This is an optimization exercise on Yosys and OpenROAD, whose aim is small area and a short achievable clock period, not a production implementation.
Only simulation tests tie the RTL to the original design; equivalence was not proved.
Power is estimated from default activity; no workload was simulated.

==> design/flow/design.v <==
module stage1_top (
	input logic clk,
	input logic arst_n,
	input logic ins_new_en, ins_new_1_vld, ins_new_2_vld,
	input logic [4-1:0] ins_1_des, ins_1_s1, ins_1_s2,
	input logic [4-1:0] ins_1_op,
	input logic [4-1:0] ins_1_ime,
	input logic [4-1:0] ins_2_des, ins_2_s1, ins_2_s2,
	input logic [4-1:0] ins_2_op,
	input logic [4-1:0] ins_2_ime,
	input logic ins_back_1, ins_back_2, ins_back_3, ins_back_4,
	input logic [4-1:0] ins_back_1_des, ins_back_2_des, ins_back_3_des, ins_back_4_des,
	input logic flush_en,
	input logic [3-1:0] flush_id,
	input logic [16-1:0] flush_reg,
	output logic entry_full, entry_empty, branch_full,
	output logic out_1_vld,
	output logic [4-1:0] out_1_des, out_1_s1, out_1_s2,
	output logic [4-1:0] out_1_op,
	output logic [3-1:0] out_1_branch,
	output logic [4-1:0] out_1_ime,
	output logic out_2_vld,
	output logic [4-1:0] out_2_des, out_2_s1, out_2_s2,
	output logic [4-1:0] out_2_op,
	output logic [3-1:0] out_2_branch,
	output logic [4-1:0] out_2_ime,
	output logic out_3_vld,
	output logic [4-1:0] out_3_des, out_3_s1, out_3_s2,
	output logic [4-1:0] out_3_op,
	output logic [3-1:0] out_3_branch,
	output logic [4-1:0] out_3_ime,
	output logic out_4_vld,
	output logic [4-1:0] out_4_des, out_4_s1, out_4_s2,
	output logic [4-1:0] out_4_op,
	output logic [3-1:0] out_4_branch,
	output logic [4-1:0] out_4_ime
);
	localparam int EW = 4 + 3 * 4 + 4 + 3;
	logic [EW-1:0] m [8];       
	logic [7:0] st;             
	logic [3:0] pm;             
	logic [3-1:0] tag_ctr;
	logic [16-1:0] busy;
	logic [4:0] pc [5];
	always_comb begin
		pc[0] = 5'b00001;
		for (int i = 0; i < 4; i++)
			pc[i + 1] = pm[i] ? {pc[i][3:0], 1'b0} : pc[i];
	end
	logic [4:0] sel [8];
	always_comb begin
		for (int j = 0; j < 8; j++) begin
			for (int k = 0; k <= 4; k++) begin
				if (j + k >= 8)
					sel[j][k] = 1'b0;
				else if (j + k >= 4)
					sel[j][k] = pc[4][k];
				else
					sel[j][k] = !pm[(j + k) & 3] && pc[(j + k) & 7][k];
			end
		end
	end
	logic [EW-1:0] l [8];
	logic [7:0] lv;             
	always_comb begin
		for (int j = 0; j < 8; j++) begin
			l[j] = '0;
			lv[j] = 1'b0;
			for (int k = 0; k <= 4; k++) begin
				if (j + k < 8 && sel[j][k]) begin
					l[j] = l[j] | m[j + k];
					lv[j] = lv[j] | st[j + k];
				end
			end
		end
	end
	logic [3:0] w_vld, elig, im, w_wr;
	logic [4-1:0] w_des [4], w_s1 [4], w_s2 [4];
	always_comb begin
		for (int k = 0; k < 4; k++) begin
			w_vld[k] = lv[k];
			{w_des[k], w_s1[k], w_s2[k]} = l[k][EW-4-1 -: 3 * 4];
			w_wr[k] = l[k][EW-1 -: 4] != 4'h0;
		end
	end
	always_comb begin
		for (int k = 0; k < 4; k++) begin
			elig[k] = w_vld[k] && !busy[w_s1[k]] && !busy[w_s2[k]] && !busy[w_des[k]];
			for (int j = 0; j < k; j++) begin
				if (w_vld[j] && w_wr[j] &&
				    (w_des[j] == w_s1[k] || w_des[j] == w_s2[k] || w_des[j] == w_des[k]))
					elig[k] = 1'b0;
			end
		end
	end
	assign im = flush_en ? '0 : elig;
	logic [16-1:0] busy_nxt;
	always_comb begin
		for (int r = 0; r < 16; r++) begin
			logic clr, set;
			clr = (ins_back_1 && ins_back_1_des == 4'(r)) || (ins_back_2 && ins_back_2_des == 4'(r)) ||
			      (ins_back_3 && ins_back_3_des == 4'(r)) || (ins_back_4 && ins_back_4_des == 4'(r)) ||
			      (flush_en && flush_reg[r]);
			set = 1'b0;
			for (int k = 0; k < 4; k++)
				set = set || (im[k] && w_wr[k] && w_des[k] == 4'(r));
			busy_nxt[r] = set || (busy[r] && !clr);
		end
	end
	logic br_1, br_2, accept;
	logic [3-1:0] tag_inc1, tag_inc2;
	logic [EW-1:0] e_1, e_2;
	assign br_1 = ins_new_1_vld && ins_1_op == 4'hf;
	assign br_2 = ins_new_2_vld && ins_2_op == 4'hf;
	assign accept = ins_new_en && !flush_en && !entry_full && !((br_1 || br_2) && branch_full);
	assign tag_inc1 = {tag_ctr[2] ^ (tag_ctr[1] & tag_ctr[0]), tag_ctr[1] ^ tag_ctr[0], !tag_ctr[0]};
	assign tag_inc2 = {tag_ctr[2] ^ tag_ctr[1], !tag_ctr[1], tag_ctr[0]};
	assign e_1 = {ins_1_op, ins_1_des, ins_1_s1, ins_1_s2, ins_1_ime, tag_ctr};
	assign e_2 = {ins_2_op, ins_2_des, ins_2_s1, ins_2_s2, ins_2_ime, br_1 ? tag_inc1 : tag_ctr};
	logic [7:0] keep;
	always_comb begin
		logic hit;
		hit = 1'b0;
		for (int j = 0; j < 8; j++) begin
			hit = hit || l[j][3-1:0] == flush_id;
			keep[j] = lv[j] && !hit;
		end
	end
	logic [7:0] st_nxt;
	logic [3-1:0] tag_nxt;
	always_comb begin
		if (flush_en) begin
			st_nxt = keep;
			tag_nxt = flush_id;
		end else if (accept && ins_new_1_vld && ins_new_2_vld) begin
			st_nxt = {lv[5:0], 2'b11};
			tag_nxt = br_1 && br_2 ? tag_inc2 : br_1 || br_2 ? tag_inc1 : tag_ctr;
		end else if (accept && (ins_new_1_vld || ins_new_2_vld)) begin
			st_nxt = {lv[6:0], 1'b1};
			tag_nxt = br_1 || br_2 ? tag_inc1 : tag_ctr;
		end else begin
			st_nxt = lv;
			tag_nxt = tag_ctr;
		end
	end
	always_ff @(posedge clk or negedge arst_n) begin
		if (!arst_n) begin
			st <= '0;
			pm <= '0;
			tag_ctr <= '0;
			busy <= '0;
		end else begin
			st <= st_nxt;
			pm <= im;
			tag_ctr <= tag_nxt;
			busy <= busy_nxt;
		end
	end
	always_ff @(posedge clk) begin
		for (int j = 0; j < 8; j++) begin
			if (lv[j])
				m[j] <= l[j];
			else if ((j == 0 || lv[(j + 7) & 7]) && ins_new_1_vld)
				m[j] <= e_1;
			else
				m[j] <= e_2;
		end
	end
	logic [7:0] sbr;
	logic [2:0] ca, cb;         
	always_comb begin
		for (int j = 0; j < 8; j++)
			sbr[j] = st[j] && m[j][EW-1 -: 4] == 4'hf && !(j < 4 && pm[j & 3]);
	end
	function automatic logic [3:0] therm4(input logic [3:0] b);
		therm4[0] = |b;
		therm4[1] = (b[0] & b[1]) | (b[0] & b[2]) | (b[0] & b[3]) | (b[1] & b[2]) | (b[1] & b[3]) | (b[2] & b[3]);
		therm4[2] = (b[0] & b[1] & b[2]) | (b[0] & b[1] & b[3]) | (b[0] & b[2] & b[3]) | (b[1] & b[2] & b[3]);
		therm4[3] = &b;
	endfunction
	logic [3:0] ta, tb;
	assign ta = therm4(sbr[3:0]);
	assign tb = therm4(sbr[7:4]);
	assign branch_full = ta[3] | tb[3] | (ta[0] & tb[2]) | (ta[1] & tb[1]) | (ta[2] & tb[0]);
	assign entry_empty = !lv[0];
	assign entry_full = lv[6];
	logic [EW-1:0] o [4];
	always_comb begin
		for (int k = 0; k < 4; k++) begin
			o[k] = '0;
			for (int i = k; i < 4; i++)
				if (pm[i] && pc[i][k])
					o[k] = o[k] | m[i];
		end
	end
	assign out_1_vld = !pc[4][0];
	assign out_2_vld = !pc[4][0] && !pc[4][1];
	assign out_3_vld = pc[4][3] || pc[4][4];
	assign out_4_vld = pc[4][4];
	assign {out_1_op, out_1_des, out_1_s1, out_1_s2, out_1_ime, out_1_branch} = o[0];
	assign {out_2_op, out_2_des, out_2_s1, out_2_s2, out_2_ime, out_2_branch} = o[1];
	assign {out_3_op, out_3_des, out_3_s1, out_3_s2, out_3_ime, out_3_branch} = o[2];
	assign {out_4_op, out_4_des, out_4_s1, out_4_s2, out_4_ime, out_4_branch} = o[3];
endmodule
==> design/flow/config.mk <==
export PLATFORM = sky130hd
export DESIGN_NAME = stage1_top
export DESIGN_NICKNAME = stage1_top
export VERILOG_FILES = /design/flow/design.v
export SDC_FILE = /design/flow/constraint.sdc
export NUM_CORES = 4
export LEC_CHECK = 0
export CAP_MARGIN = 20
export CORE_MARGIN = 2
export CORE_UTILIZATION = 25
export PLACE_DENSITY = 0.35
export SLEW_MARGIN = 20
==> design/flow/run.sh <==
#!/bin/bash
# synth_recipe.tcl (not shown) runs the flow's synth.tcl, then flattens the netlist and writes it again
# the make line also repeats each setting of config.mk as NAME=value (left out here)
make -C /OpenROAD-flow-scripts/flow DESIGN_CONFIG=/design/flow/config.mk WORK_HOME=/design/flow/orfs CLKGATE_MAP_FILE= SYNTH_SCRIPT=/design/flow/synth_recipe.tcl finish
==> design/flow/constraint.sdc <==
create_clock -name core_clock -period 22.0 [get_ports {clk}]
set_input_delay 4.4000 -clock core_clock [delete_from_list [all_inputs] [get_ports {clk}]]
set_output_delay 4.4000 -clock core_clock [all_outputs]
set_load 0.01 [all_outputs]
==> results.rst <==
.. list-table::
   :header-rows: 1

   * - Metric
     - Value
   * - Post-Route Hold Slack
     - 0.575 ns
   * - Vias
     - 23,000
   * - Synthesis-to-layout area growth
     - 18.1%
   * - Hold buffers post-CTS
     - 0
   * - Worst-path cell with the longest stage delay
     - sky130_fd_sc_hd__dfrtp_1
   * - Reg clk slew, reported paths
     - 0.06 ns
   * - Wire length of the first global-routing pass
     - 168,000 um
   * - Total Routing Usage GR
     - 27.6%
   * - Portion of netlist area occupied by mux cells
     - 8.64%
   * - Class of the most critical hold timing path
     - reg -> reg
   * - Net Count, Synth
     - 2,778
   * - Synthesized-area fraction occupied by ao, oa, aoi and oai cells
     - 31.3%
   * - Wire length per cell
     - 31.4 um
   * - Peak clock frequency supported by timing
     - 103 MHz
   * - Detailed-route vias per instance
     - 6.11
   * - Chip height
     - 288 um
   * - Startpoint type of the worst setup path
     - register
   * - TritonCTS buffer count
     - 31
   * - Share of synthesized flip-flops with an asynchronous set or reset
     - 14.4%
   * - Total area of multi-input combinational cells
     - 0.0141 sq mm
   * - Post-DP HPWL
     - 83,400 um
   * - Max Transition Viols Final
     - 0
   * - Post-synthesis sequential element count
     - 215
   * - Share of synthesized area occupied by flip-flops and latches
     - 23.2%
   * - Setup Buffers After CTS
     - 0
   * - Reported leakage power
     - 8.75 nW
   * - Shortest clock period the worst path allows after layout
     - 9.72 ns
   * - Top flip-flop cell by instance count after synthesis
     - sky130_fd_sc_hd__dfxtp_1
   * - Clock H-tree levels
     - 1
   * - Number of global-route vias before repair
     - 21,800
   * - Gate count after technology mapping
     - 2,688
   * - Root buffer selected by CTS
     - sky130_fd_sc_hd__clkbuf_16
   * - Period utilisation layout
     - 44.2%
   * - Number of synthesized flops with an enable pin
     - 20
   * - Most used cell, CP
     - sky130_fd_sc_hd__buf_4
   * - I/O Pins
     - 184
   * - Combinational family with the most area after synthesis
     - compound AO/OA/AOI/OAI gates
   * - First DRT Iteration DRCs
     - 2,745
   * - Number of diodes added for antenna fixing
     - 0
   * - DRC viols
     - 0
   * - Adder-Cell Fraction of Synth Area
     - 0.361%
   * - Capturing element type of the critical path
     - primary output
   * - Maximum fanout encountered on the critical timing path
     - 48
   * - Status
     - timing/DRC/antenna clean
   * - Clock latency on the worst-skew pair
     - 0.63 ns
   * - Area share of the leading cell type in the synthesized netlist
     - 16.3%
   * - Net count of the finished layout
     - 2,771
   * - Cell accounting for the most synthesized area
     - sky130_fd_sc_hd__dfxtp_1
   * - Number of antenna violations at the first check in global routing
     - 2
   * - Site Rows
     - 104
   * - Largest net degree at the start of global routing
     - 70
   * - Storage cell area
     - 0.00467 sq mm
   * - Count of different cell masters after synthesis
     - 103
   * - Final worst clock skew
     - 0.0326 ns
   * - Max_cap viols
     - 0
   * - Setup violators final
     - 0
   * - Synthesized-area fraction occupied by and/or/nand/nor cells
     - 24.3%
   * - DR pass1 iterations
     - 7
   * - Maximum vdd ir drop
     - 0.0000962 V
   * - Fraction of final layout cells sized beyond drive strength 1
     - 8.17%
   * - X dimension of the die
     - 288 um
   * - Worst-path cell chain
     - buf_4, ha_2, buf_4, mux2i_1, buf_4, nor2_2, buf_4, a22o_1, clkdlybuf4s50_1
   * - Class of the most critical setup path
     - reg -> out
   * - Setup TNS after final layout
     - 0 ns
   * - CP Data Arrival Time
     - 5.32 ns
   * - Remaining number of nets flagged by the antenna check after routing
     - 0
   * - Final WL
     - 118,000 um
   * - Post-layout util
     - 29.7%
   * - CTS tree
     - done
   * - Area of the die
     - 0.0827 sq mm
   * - Leading cell types by count after synthesis
     - sky130_fd_sc_hd__nand2_1 (508), sky130_fd_sc_hd__clkbuf_1 (196), sky130_fd_sc_hd__dfxtp_1 (164)
   * - Initial Utilization
     - 25.1%
   * - XOR/XNOR share of the synthesized area
     - 4.85%
   * - Overall power
     - 4.90 mW
   * - Yosys warning total
     - 19
   * - Total of cells resized after clock tree synthesis
     - 0
   * - Final weighted congestion in routability-driven placement
     - 0.893
   * - Final hold violations
     - 0
   * - Unrepaired setup endpoints after global routing
     - false
   * - Relative slew slack
     - 27.7%
   * - Clk buf depth
     - 3
   * - Cell with the most instances after synthesis
     - sky130_fd_sc_hd__nand2_1
   * - Fillers
     - 8,652
   * - Maximum cell stage delay along the critical path
     - 0.88 ns
   * - Post-synthesis instance area
     - 0.0201 sq mm
   * - Buffers on Ports
     - 183
   * - Synthesized area per cell
     - 7.48 sq um
   * - Power per cell area
     - 206 mW/mm^2
   * - Crit path required time
     - 17.60 ns
   * - Core area
     - 0.0800 sq mm
   * - Clock sink total
     - 215
   * - Dominant cells by area after synthesis
     - sky130_fd_sc_hd__dfxtp_1 (16%), sky130_fd_sc_hd__nand2_1 (9.5%), sky130_fd_sc_hd__mux2i_1 (7.3%), sky130_fd_sc_hd__a222oi_1 (4.1%), sky130_fd_sc_hd__xnor2_1 (4.1%)
   * - Slew at the pin closest to its max-slew limit
     - 1.08 ns
   * - Total global routing overflow
     - 0
## critical path, delay by kind of cell (launching register included)
| family | cells | cell delay [ns] |
|---|---|---|
| adder cells (fa/ha/maj) | 1 | 0.62 |
| multiplexers | 1 | 0.14 |
| flip-flops | 1 | 0.88 |
| AO/OA/AOI/OAI | 1 | 0.19 |
| buffers and inverters | 5 | 2.24 |
| AND/OR/NAND/NOR | 1 | 0.60 |
## report_power, final
part           internal (mW)  total, mW  switching, mW
clock network          0.315      0.531          0.217
logic                   1.22       3.37           2.15
registers              0.574       1.00          0.428
## cells in the final DEF, fill, tap and decap left out, types with 23 or more instances in the layout
cell / count
sky130_fd_sc_hd__a211oi_1: 54
sky130_fd_sc_hd__a21oi_1: 97
sky130_fd_sc_hd__a221o_1: 23
sky130_fd_sc_hd__a221oi_1: 42
sky130_fd_sc_hd__a222oi_1: 82
sky130_fd_sc_hd__a22o_1: 49
sky130_fd_sc_hd__a22oi_1: 85
sky130_fd_sc_hd__a31oi_1: 105
sky130_fd_sc_hd__and2_1: 51
sky130_fd_sc_hd__and3_1: 60
sky130_fd_sc_hd__buf_4: 81
sky130_fd_sc_hd__clkbuf_16: 31
sky130_fd_sc_hd__clkdlybuf4s50_1: 181
sky130_fd_sc_hd__dfrtp_1: 29
sky130_fd_sc_hd__dfxtp_1: 164
sky130_fd_sc_hd__inv_1: 42
sky130_fd_sc_hd__mux2i_1: 147
sky130_fd_sc_hd__nand2_1: 508
sky130_fd_sc_hd__nand2b_1: 27
sky130_fd_sc_hd__nand3_1: 59
sky130_fd_sc_hd__nand4_1: 36
sky130_fd_sc_hd__nor2_1: 124
sky130_fd_sc_hd__nor3_1: 42
sky130_fd_sc_hd__o211ai_1: 44
sky130_fd_sc_hd__o21ai_0: 71
sky130_fd_sc_hd__o22ai_1: 23
sky130_fd_sc_hd__xnor2_1: 93
## flip-flops by register name, summed over array words and instances, names as in the netlist
signal	count
tag_ctr	3
m	184
busy	16
st	8
pm	4
## layout make-up
| cell class | count | area share (%) |
|---|---|---|
| Timing Repair Buffer | 264 | 10.2 |
| Sequential cell | 215 | 19.6 |
| Multi-Input combinational cell | 2125 | 59.4 |
| Clock inverter | 11 | 0.622 |
| Inverter | 44 | 0.695 |
| Tap cell | 1060 | 5.58 |
| Clock buffer | 47 | 3.77 |
## final timing paths
kind,startpoint,to,slack (ns),cells past startpoint
max,pm[0],out_3_s2[1],12.28,9
min,m[7][1],m[7][1],0.58,2
max reg2reg,pm[0],busy[5],14.87,16
min reg2reg,m[7][1],m[7][1],0.58,2
max in group asynchronous,arst_n,pm[3],17.38,1
min in group asynchronous,arst_n,tag_ctr[1],3.90,1
## per-layer routing
metal | GRT usage, % | wire length (um) | up-vias
met5 | 0 | 0 | -
met1 | 39.8 | 54500 | 11600
met4 | 6.21 | 2580 | 0
met2 | 42.8 | 52000 | 1177
li1 | - | - | 10100
met3 | 4.42 | 9340 | 152
## through the flow
| step | cells | area [sq um] | setup slack, ns |
|---|---|---|---|
| finish | 3766 | 23800 | 12.28 |
| global route | 3766 | 23800 | 12.14 |
| CTS | 3766 | 23800 | 12.30 |
| detailed placement | 3708 | 22700 | 12.97 |
| global placement | 3708 | 22700 | 13.04 |
| floorplan | 2688 | 20100 | 13.80 |
## cell families (layout without fill, tap and decap cells)
| family | count (synthesis) | after routing |
|---|---|---|
| buf+inv | 348 | 366 |
| simple gates | 1030 | 1030 |
| xor+xnor | 107 | 107 |
| compound gates | 817 | 817 |
| fa+ha+maj | 6 | 6 |
| flops | 215 | 215 |
| mux | 165 | 165 |

-- separate check: timing with driven ports --
In the flow no input, the clock included, has a driving cell. The finished layout below was timed again as built, in two steps.
Step 1 sets driving cells, clkbuf_16 on the clock port and buf_2 on the other inputs (assumed; they add their load-dependent delay and slew).
Step 2 moves the port delays by t, midway between the first and last clock arrival at a register: inputs arrive t later, outputs are due t later. That takes back most of the time a late clock gives input paths.
a / b / c = ideal ports / drivers / drivers and shift; a / b = the first two.
shift t [ns]: 0.677
setup WS [ns]: 12.277 / 12.213 / 12.890
hold WS [ns]: 0.575 / 0.575 / 0.575
cell pins on the clock port's net: 1
After both steps this run still meets setup and hold. The setup slack of this run moves by -0.064 ns with the drivers and by +0.613 ns with both steps.
